This design comes from an exercise in tuning for small area, a short achievable clock period and few clock cycles on the open sky130 flow, not from production work.
The RTL was checked by simulation tests, not by an equivalence proof against the original design.

## flow/config.mk

```make
export PLATFORM = sky130hd
export DESIGN_NAME = ntt_core
export DESIGN_NICKNAME = ntt_core
export VERILOG_FILES = /design/flow/design.v
export SDC_FILE = /design/flow/constraint.sdc
export NUM_CORES = 4
export LEC_CHECK = 0
export CAP_MARGIN = 20
export CORE_MARGIN = 2
export CORE_UTILIZATION = 40
export SLEW_MARGIN = 20
```

## flow/run.sh

```bash
#!/bin/bash
# synth_recipe.tcl (not shown) runs the flow's synth.tcl, then flattens the netlist and writes it again
# the make line also repeats each setting of config.mk as NAME=value (left out here)
make -C /OpenROAD-flow-scripts/flow DESIGN_CONFIG=/design/flow/config.mk WORK_HOME=/design/flow/orfs CLKGATE_MAP_FILE= SYNTH_SCRIPT=/design/flow/synth_recipe.tcl finish
```

## flow/design.v

```verilog
`default_nettype none
module coef_ram (
    input  logic        clk,
    input  logic [3:0]  rd_addr_a,
    input  logic [3:0]  rd_addr_b,
    output logic [12:0] rd_data_a,
    output logic [12:0] rd_data_b,
    input  logic        wr_en,       
    input  logic [3:0]  wr_addr_a,
    input  logic [3:0]  wr_addr_b,
    input  logic [12:0] wr_data_a,
    input  logic [12:0] wr_data_b,
    input  logic        ld_en,       
    input  logic [3:0]  ld_addr,
    input  logic [12:0] ld_data
);
    logic [12:0] regs [16];
    always_ff @(posedge clk) begin
        if (ld_en) begin
            regs[ld_addr] <= ld_data;
        end else if (wr_en) begin
            regs[wr_addr_a] <= wr_data_a;   
            regs[wr_addr_b] <= wr_data_b;   
        end
    end
    assign rd_data_a = regs[rd_addr_a];
    assign rd_data_b = regs[rd_addr_b];
endmodule
`default_nettype wire
`default_nettype none
module butterfly_unit (
    input  logic        clk,
    input  logic        reset,
    input  logic        issue,
    input  logic [2:0]  tw_addr,
    input  logic        tw_we,
    input  logic [12:0] tw_wdata,
    output logic        idle,
    input  logic [3:0]  rd_addr_a,
    input  logic [3:0]  rd_addr_b,
    input  logic [12:0] rd_data_a,
    input  logic [12:0] rd_data_b,
    output logic        wr_en,
    output logic [3:0]  wr_addr_a,
    output logic [3:0]  wr_addr_b,
    output logic [12:0] wr_data_a,
    output logic [12:0] wr_data_b
);
    localparam int MODULUS   = 7681;
    localparam int COEF_W    = 13;
    localparam int PROD_W    = 2 * COEF_W;
    localparam int BARRETT_K = PROD_W;
    localparam int BARRETT_M = (1 << BARRETT_K) / MODULUS;   
    localparam int BARRETT_W = $clog2(BARRETT_M + 1);
    localparam int EST_W = PROD_W + BARRETT_W;
    localparam int REM_W = COEF_W + 2;   
    localparam int SUM_W = COEF_W + 1;
    function automatic logic [COEF_W-1:0] mod_add(input logic [COEF_W-1:0] x,
                                                  input logic [COEF_W-1:0] y);
        logic [SUM_W-1:0] s;
        s = {1'b0, x} + {1'b0, y};
        if (s >= SUM_W'(MODULUS)) begin
            s = s - SUM_W'(MODULUS);
        end
        mod_add = s[COEF_W-1:0];
    endfunction
    function automatic logic [COEF_W-1:0] mod_sub(input logic [COEF_W-1:0] x,
                                                  input logic [COEF_W-1:0] y);
        logic [SUM_W-1:0] d;
        d = {1'b0, x} - {1'b0, y};
        if (x < y) begin
            d = d + SUM_W'(MODULUS);   
        end
        mod_sub = d[COEF_W-1:0];
    endfunction
    logic [COEF_W-1:0] tw_mem [8];
    logic              v1, v2, v3;   
    logic [COEF_W-1:0] s1_a, s1_b, s1_tw;
    logic [3:0]        s1_addr_a, s1_addr_b;
    logic [COEF_W-1:0] s2_a;
    logic [PROD_W-1:0] s2_prod;
    logic [3:0]        s2_addr_a, s2_addr_b;
    logic [COEF_W-1:0] s3_sum, s3_diff;
    logic [3:0]        s3_addr_a, s3_addr_b;
    logic [EST_W-1:0]     est;
    logic [BARRETT_W-1:0] quot;
    logic [REM_W-1:0]     rem;
    logic [COEF_W-1:0]    t_red;
    always_ff @(posedge clk) begin
        if (tw_we) begin
            tw_mem[tw_addr] <= tw_wdata;
        end
    end
    always_ff @(posedge clk or posedge reset) begin
        if (reset) begin
            v1 <= 1'b0;
            v2 <= 1'b0;
            v3 <= 1'b0;
        end else begin
            v1 <= issue;
            v2 <= v1;
            v3 <= v2;
        end
    end
    always_comb begin
        est   = EST_W'(s2_prod) * EST_W'(BARRETT_M);
        quot  = est[EST_W-1:BARRETT_K];
        rem   = REM_W'(s2_prod) - REM_W'(quot * MODULUS);   
        if (rem >= REM_W'(MODULUS)) begin
            rem = rem - REM_W'(MODULUS);
        end
        if (rem >= REM_W'(MODULUS)) begin
            rem = rem - REM_W'(MODULUS);
        end
        t_red = rem[COEF_W-1:0];
    end
    always_ff @(posedge clk) begin
        s1_a      <= rd_data_a;
        s1_b      <= rd_data_b;
        s1_addr_a <= rd_addr_a;
        s1_addr_b <= rd_addr_b;
        s1_tw     <= tw_mem[tw_addr];
        s2_prod   <= s1_b * s1_tw;
        s2_a      <= s1_a;
        s2_addr_a <= s1_addr_a;
        s2_addr_b <= s1_addr_b;
        s3_sum    <= mod_add(s2_a, t_red);
        s3_diff   <= mod_sub(s2_a, t_red);
        s3_addr_a <= s2_addr_a;
        s3_addr_b <= s2_addr_b;
    end
    assign wr_en     = v3;
    assign wr_addr_a = s3_addr_a;
    assign wr_addr_b = s3_addr_b;
    assign wr_data_a = s3_sum;
    assign wr_data_b = s3_diff;
    assign idle = !(v1 || v2);
endmodule
`default_nettype wire
`default_nettype none
module ntt_sequencer (
    input  logic        clk,
    input  logic        reset,
    input  logic        cmd_valid,
    output logic        cmd_ready,
    input  logic [1:0]  cmd,
    input  logic        in_valid,
    output logic        in_ready,
    input  logic [12:0] in_data,
    output logic        out_valid,
    input  logic        out_ready,
    output logic [12:0] out_data,
    output logic        busy,
    output logic        issue,
    output logic [2:0]  tw_addr,
    output logic        tw_we,
    output logic [12:0] tw_wdata,
    input  logic        idle,
    output logic [3:0]  rd_addr_a,
    output logic [3:0]  rd_addr_b,
    input  logic [12:0] rd_data_a,
    output logic        ld_en,
    output logic [3:0]  ld_addr,
    output logic [12:0] ld_data
);
    localparam int RING_SIZE      = 16;
    localparam int RING_DEPTH     = 4;   
    localparam int BFLY_PER_STAGE = RING_SIZE / 2;
    localparam int TW_BEATS       = BFLY_PER_STAGE;   
    localparam int DATA_BEATS     = RING_SIZE;
    localparam int LAST_STAGE     = RING_DEPTH - 1;
    localparam logic [1:0] CMD_LOAD_TW   = 2'd0;
    localparam logic [1:0] CMD_LOAD_DATA = 2'd1;
    localparam logic [1:0] CMD_RUN       = 2'd2;
    localparam logic [2:0] IDLE      = 3'd0;
    localparam logic [2:0] LOAD_TW   = 3'd1;
    localparam logic [2:0] LOAD_DATA = 3'd2;
    localparam logic [2:0] RUN       = 3'd3;
    localparam logic [2:0] DRAIN     = 3'd4;   
    localparam logic [2:0] UNLOAD    = 3'd5;
    logic [2:0] state;
    logic [3:0] beat_cnt;   
    logic [1:0] stage;
    logic [2:0] bfly_cnt;
    logic       cmd_fire, in_fire, out_fire;
    logic [3:0] beat_rev;
    logic [3:0] half_span;
    logic [3:0] low_mask;
    logic [3:0] bfly_ext;
    logic [3:0] bfly_addr;
    logic [2:0] bfly_tw;
    assign cmd_ready = (state == IDLE);
    assign in_ready  = (state == LOAD_TW) || (state == LOAD_DATA);
    assign out_valid = (state == UNLOAD);
    assign busy      = (state != IDLE);
    assign cmd_fire = cmd_valid && cmd_ready;
    assign in_fire  = in_valid && in_ready;
    assign out_fire = out_valid && out_ready;
    always_comb begin
        for (int i = 0; i < RING_DEPTH; i++) begin
            beat_rev[i] = beat_cnt[RING_DEPTH-1-i];
        end
    end
    assign half_span = 4'd1 << stage;
    assign low_mask  = half_span - 4'd1;
    assign bfly_ext  = {1'b0, bfly_cnt};
    assign bfly_addr = ((bfly_ext & ~low_mask) << 1) | (bfly_ext & low_mask);
    assign bfly_tw   = 3'((bfly_ext & low_mask) << (LAST_STAGE - int'(stage)));
    assign issue    = (state == RUN);
    assign tw_addr  = (state == LOAD_TW) ? beat_cnt[2:0] : bfly_tw;
    assign tw_we    = (state == LOAD_TW) && in_fire;
    assign tw_wdata = in_data;
    assign ld_en     = (state == LOAD_DATA) && in_fire;
    assign ld_addr   = beat_rev;
    assign ld_data   = in_data;
    assign rd_addr_a = (state == UNLOAD) ? beat_cnt : bfly_addr;
    assign rd_addr_b = bfly_addr | half_span;
    assign out_data = rd_data_a;
    always_ff @(posedge clk or posedge reset) begin
        if (reset) begin
            state    <= IDLE;
            beat_cnt <= '0;
            stage    <= '0;
            bfly_cnt <= '0;
        end else begin
            case (state)
                IDLE: begin
                    beat_cnt <= '0;
                    stage    <= '0;
                    bfly_cnt <= '0;
                    if (cmd_fire) begin
                        case (cmd)
                            CMD_LOAD_TW:   state <= LOAD_TW;
                            CMD_LOAD_DATA: state <= LOAD_DATA;
                            CMD_RUN:       state <= RUN;
                            default:       state <= IDLE;   
                        endcase
                    end
                end
                LOAD_TW: begin
                    if (in_fire) begin
                        beat_cnt <= beat_cnt + 4'd1;
                        if (beat_cnt == 4'(TW_BEATS - 1)) begin
                            state <= IDLE;
                        end
                    end
                end
                LOAD_DATA: begin
                    if (in_fire) begin
                        beat_cnt <= beat_cnt + 4'd1;
                        if (beat_cnt == 4'(DATA_BEATS - 1)) begin
                            state <= IDLE;
                        end
                    end
                end
                RUN: begin
                    bfly_cnt <= bfly_cnt + 3'd1;   
                    if (bfly_cnt == 3'(BFLY_PER_STAGE - 1)) begin
                        state <= DRAIN;
                    end
                end
                DRAIN: begin
                    if (idle) begin
                        if (int'(stage) == LAST_STAGE) begin
                            state <= UNLOAD;
                        end else begin
                            stage <= stage + 2'd1;
                            state <= RUN;
                        end
                    end
                end
                UNLOAD: begin
                    if (out_fire) begin
                        beat_cnt <= beat_cnt + 4'd1;
                        if (beat_cnt == 4'(DATA_BEATS - 1)) begin
                            state <= IDLE;
                        end
                    end
                end
                default: state <= IDLE;
            endcase
        end
    end
endmodule
`default_nettype wire
`default_nettype none
module ntt_core (
    input  logic        clk,
    input  logic        reset,
    input  logic        cmd_valid,
    output logic        cmd_ready,
    input  logic [1:0]  cmd,
    input  logic        in_valid,
    output logic        in_ready,
    input  logic [12:0] in_data,
    output logic        out_valid,
    input  logic        out_ready,
    output logic [12:0] out_data,
    output logic        busy
);
    logic        issue;
    logic [2:0]  tw_addr;
    logic        tw_we;
    logic [12:0] tw_wdata;
    logic        idle;
    logic [3:0]  rd_addr_a, rd_addr_b;
    logic [12:0] rd_data_a, rd_data_b;
    logic        wr_en;
    logic [3:0]  wr_addr_a, wr_addr_b;
    logic [12:0] wr_data_a, wr_data_b;
    logic        ld_en;
    logic [3:0]  ld_addr;
    logic [12:0] ld_data;
    ntt_sequencer seq_i (
        .clk       (clk),
        .reset     (reset),
        .cmd_valid (cmd_valid),
        .cmd_ready (cmd_ready),
        .cmd       (cmd),
        .in_valid  (in_valid),
        .in_ready  (in_ready),
        .in_data   (in_data),
        .out_valid (out_valid),
        .out_ready (out_ready),
        .out_data  (out_data),
        .busy      (busy),
        .issue     (issue),
        .tw_addr   (tw_addr),
        .tw_we     (tw_we),
        .tw_wdata  (tw_wdata),
        .idle      (idle),
        .rd_addr_a (rd_addr_a),
        .rd_addr_b (rd_addr_b),
        .rd_data_a (rd_data_a),
        .ld_en     (ld_en),
        .ld_addr   (ld_addr),
        .ld_data   (ld_data)
    );
    coef_ram ram_i (
        .clk       (clk),
        .rd_addr_a (rd_addr_a),
        .rd_addr_b (rd_addr_b),
        .rd_data_a (rd_data_a),
        .rd_data_b (rd_data_b),
        .wr_en     (wr_en),
        .wr_addr_a (wr_addr_a),
        .wr_addr_b (wr_addr_b),
        .wr_data_a (wr_data_a),
        .wr_data_b (wr_data_b),
        .ld_en     (ld_en),
        .ld_addr   (ld_addr),
        .ld_data   (ld_data)
    );
    butterfly_unit bfly_i (
        .clk       (clk),
        .reset     (reset),
        .issue     (issue),
        .tw_addr   (tw_addr),
        .tw_we     (tw_we),
        .tw_wdata  (tw_wdata),
        .idle      (idle),
        .rd_addr_a (rd_addr_a),
        .rd_addr_b (rd_addr_b),
        .rd_data_a (rd_data_a),
        .rd_data_b (rd_data_b),
        .wr_en     (wr_en),
        .wr_addr_a (wr_addr_a),
        .wr_addr_b (wr_addr_b),
        .wr_data_a (wr_data_a),
        .wr_data_b (wr_data_b)
    );
endmodule
`default_nettype wire
```

## flow/constraint.sdc

```tcl
create_clock -name core_clock -period 12.0 [get_ports {clk}]
set_input_delay 2.4000 -clock core_clock [delete_from_list [all_inputs] [get_ports {clk}]]
set_output_delay 2.4000 -clock core_clock [all_outputs]
set_load 0.01 [all_outputs]
```

==> summary.txt <==
post-synthesis area per instance: 9.59 µm²
total number of yosys warnings: 3
Starting Density: 0.405
Critical Path AT: 11.92 ns
initial antenna violation count: 0
hold wc startpoint: bfly_i.s1_a[11]
Vias: 23600
setup violators final: 0
clock latency at the later pin of the worst-skew pair: 0.65 ns
Setup Crit Path Kind: flip-flop to flip-flop
final setup skew: 0.0743 ns
final net count: 3672
Net Count, Synth: 3679
final cell count without fillers: 4350
Worst Setup Slack post-DPL: -0.0949 ns
number of clock sinks: 455
# IOs: 37
final std cell area, no fill: 0.0352 mm²
sum of negative setup slack: 0 ns
first drt pass iteration count: 6
WL/cell: 19.7 µm
cell type group with the largest total delay on the critical path: adder cells
type of element capturing the critical path: flip-flop
die width: 284 µm
GRT overflow: 0
commonest non-fill, non-tap cell in the layout: nand2_1
row count: 102
Iter 0 DRT Violations: 1866
Critical Path Most Common Cell: ha_1
number of nets with antenna violations after detailed routing: 0
Post-synth ARST share: 0.0330
Final HPWL DP: 59300 µm
Synth cell types: 85
Num CTS Buffers: 51
die extent in y: 284 µm
# port buffers: 36
number of global-route vias before repair: 23500
CTS tree: done
count of mapped cells out of synthesis: 3275
Residual DRC: 0
Area after DPL: 0.0331 mm²
remaining max-slew budget at the tightest pin: 0.293
routability cong.: 0.837
post-CTS clock slew at the launch and capture registers of the worst setup and hold paths: 0.06 ns
slowest cell delay on critical path: 0.52 ns
Overall Global Routing Usage: 0.212
cell with the biggest individual delay on the critical path: fa_1
most frequent cells in the layout: 515 x nand2_1, 312 x edfxtp_1, 302 x nor2_1
Reg2Reg Launch Point: bfly_i.s2_prod[12]
# hold bufs at CTS: 0
layout cells sized above 1: 0.0970
layout overhead on the synthesized area: 12.0%
Placed Instances: 4248
maximum root-to-sink buffer count: 3
part of the cycle the worst path needs: 0.951
Slew Viols, Final: 0
diode insertion count for antenna repair: 0
required arrival time at the worst endpoint: 12.50 ns
Die Footprint: 0.0808 mm²
flip-flop and latch count after synthesis: 455
global-route wire length before repair: 135000 µm
sum of buffers and inverters on the critical path: 6
crit path time final: 11.41 ns
Syn Std Cell Area: 0.0314 mm²
average via count per standard cell: 5.42
outcome: timing/DRC/antenna clean
CTS Root Buffer Type: clkbuf_16
setup slack after layout: 0.586 ns
startpoint class of the critical path: flip-flop
Max Fanout on Critical Path: 6
startpoint of the worst setup timing path: bfly_i.s2_prod[12]
Core Footprint: 0.0776 mm²
number of H-tree branching levels: 2
slew at the pin closest to its max-slew limit: 1.06 ns
Hold Violations, Final: 0
Post-synth EDFFs: 312
maximum clock frequency: 0.0876 GHz
Max Cap Violations: 0
Hold WC Path Type: flip-flop to flip-flop
Total Routed Length: 85900 µm
sequential-to-total area share from yosys stat: 0.392
maximum number of pins on one net before global-route repair: 79
flip-flop cell with the highest count after synthesis: edfxtp_1
[layer usage]
layer | vias to the layer above | wire length [µm] | GRT usage
li1 | 11200 | - | -
met1 | 11500 | 36900 | 0.282
met2 | 707 | 41700 | 0.359
met3 | 152 | 4540 | 0.0221
met4 | 0 | 2670 | 0.0717
met5 | - | 0 | 0
[logic make-up after synthesis]
family	share of synthesized area
flip-flops	0.392
AND/OR/NAND/NOR	0.163
XOR/XNOR	0.0329
adder cells (fa/ha/maj)	0.189
multiplexers	0.0521
buffers and inverters	0.0561
AO/OA/AOI/OAI	0.116
[per-stage QoR]
step / hold WS (ns) / utilization
after global routing: 0.330 / 0.453
after detailed placement: 0.312 / 0.427
after floorplan: 0.310 / -
after CTS: 0.325 / 0.449
after global placement: 0.310 / 0.427
final: 0.324 / 0.453
[worst paths after layout]
check,slack (ns),to,cells after the start
setup / recovery,0.59,bfly_i.s3_sum[11],52
hold / removal,0.32,bfly_i.s2_a[11],0
setup reg to reg,0.59,bfly_i.s3_sum[11],52
hold reg to reg,0.32,bfly_i.s2_a[11],0
max in group asynchronous,9.16,bfly_i.v2,2
min in group asynchronous,2.40,seq_i.stage[0],2
[worst reg2reg max path: cells and delay by family, from the launching register on]
| kind | cells | cell delay (ns) |
|---|---|---|
| AO/OA/AOI/OAI | 19 | 3.40 |
| buffers and inverters | 6 | 0.53 |
| flip-flops | 1 | 0.31 |
| adder cells (fa/ha/maj) | 13 | 4.52 |
| XOR/XNOR | 8 | 1.53 |
| AND/OR/NAND/NOR | 6 | 1.04 |
[final cells by class]
class | count | area, µm²
fillers | 7413 | 42400
multi-input cells | 2352 | 17700
flip-flops and latches | 455 | 12300
clock buffers | 67 | 1420
well taps | 1040 | 1300
repair buffers | 132 | 1100
inverters | 276 | 1040
clock inverters | 28 | 317
[sequential cells by signal, summed over array words and instances, names as in the netlist, 3 cells and up]
register / flops
seq_i.state: 3
bfly_i.s3_sum: 13
bfly_i.s1_b: 13
bfly_i.s2_prod: 26
seq_i.bfly_cnt: 3
bfly_i.tw_mem: 104
seq_i.beat_cnt: 4
bfly_i.s3_diff: 13
bfly_i.s1_addr_a: 4
bfly_i.s1_a: 13
bfly_i.s1_addr_b: 4
ram_i.regs: 208
bfly_i.s3_addr_b: 4
bfly_i.s2_addr_a: 4
bfly_i.s1_tw: 13
bfly_i.s3_addr_a: 4
bfly_i.s2_a: 13
bfly_i.s2_addr_b: 4
[synth_stat cells (8+ instances only)]
master / instances / area, µm²
edfxtp_1: 312 / 9370
dfrtp_1: 15 / 375
xor2_1: 30 / 263
and2_1: 69 / 432
a21oi_1: 303 / 1520
clkbuf_1: 158 / 593
mux2i_1: 44 / 440
inv_1: 275 / 1030
nand2_1: 519 / 1950
xnor2_1: 82 / 718
nor3_1: 33 / 165
a311oi_1: 39 / 342
ha_1: 234 / 2930
nand3b_1: 8 / 60.1
a31oi_1: 37 / 231
nand2b_1: 15 / 93.8
o21a_1: 21 / 158
o21ai_0: 67 / 335
fa_1: 150 / 3000
nor2_1: 306 / 1150
buf_1: 34 / 128
or3_1: 11 / 68.8
and3_1: 62 / 388
o21bai_1: 28 / 210
a21o_1: 19 / 143
dfxtp_1: 128 / 2560
nand3_1: 91 / 455
nor3b_1: 11 / 82.6
nand4_1: 9 / 56.3
mux4_2: 52 / 1170
[timing repair]
action	in CTS	in global routing
gates cloned	0	1
pin swaps	1	23
gates resized for setup	2	51
endpoints found under the setup margin	10	26
buffers inserted	1	4
Testbench counts, summed over its fixed seeds: cycles 14,976.

==> port drivers added, routing unchanged <==
The flow's constraints put no driver on any port. The routed layout listed below was extracted and timed again, unchanged, in two steps.
Step 1, drivers: a clkbuf_16 drives clk and a buf_2 each remaining input, both assumed.
Step 2, shift: input delay + t, output delay - t, t = (earliest + latest rising clock arrival at the registers) / 2. This alone moves slack from input paths to output paths.
a / b / c = no drivers / after step 1 / after step 2; a / b = the first two.
t, ns: 0.673
setup WS [ns]: 0.586 / 0.586 / 0.586
slew at the worst register clock pin (ns): 0.07 / 0.07
worst slew at a driven data input, ns: 0.07
After both steps this run still meets setup and hold. The setup slack of this run moves by 0.000 ns with the drivers and by 0.000 ns with both steps.
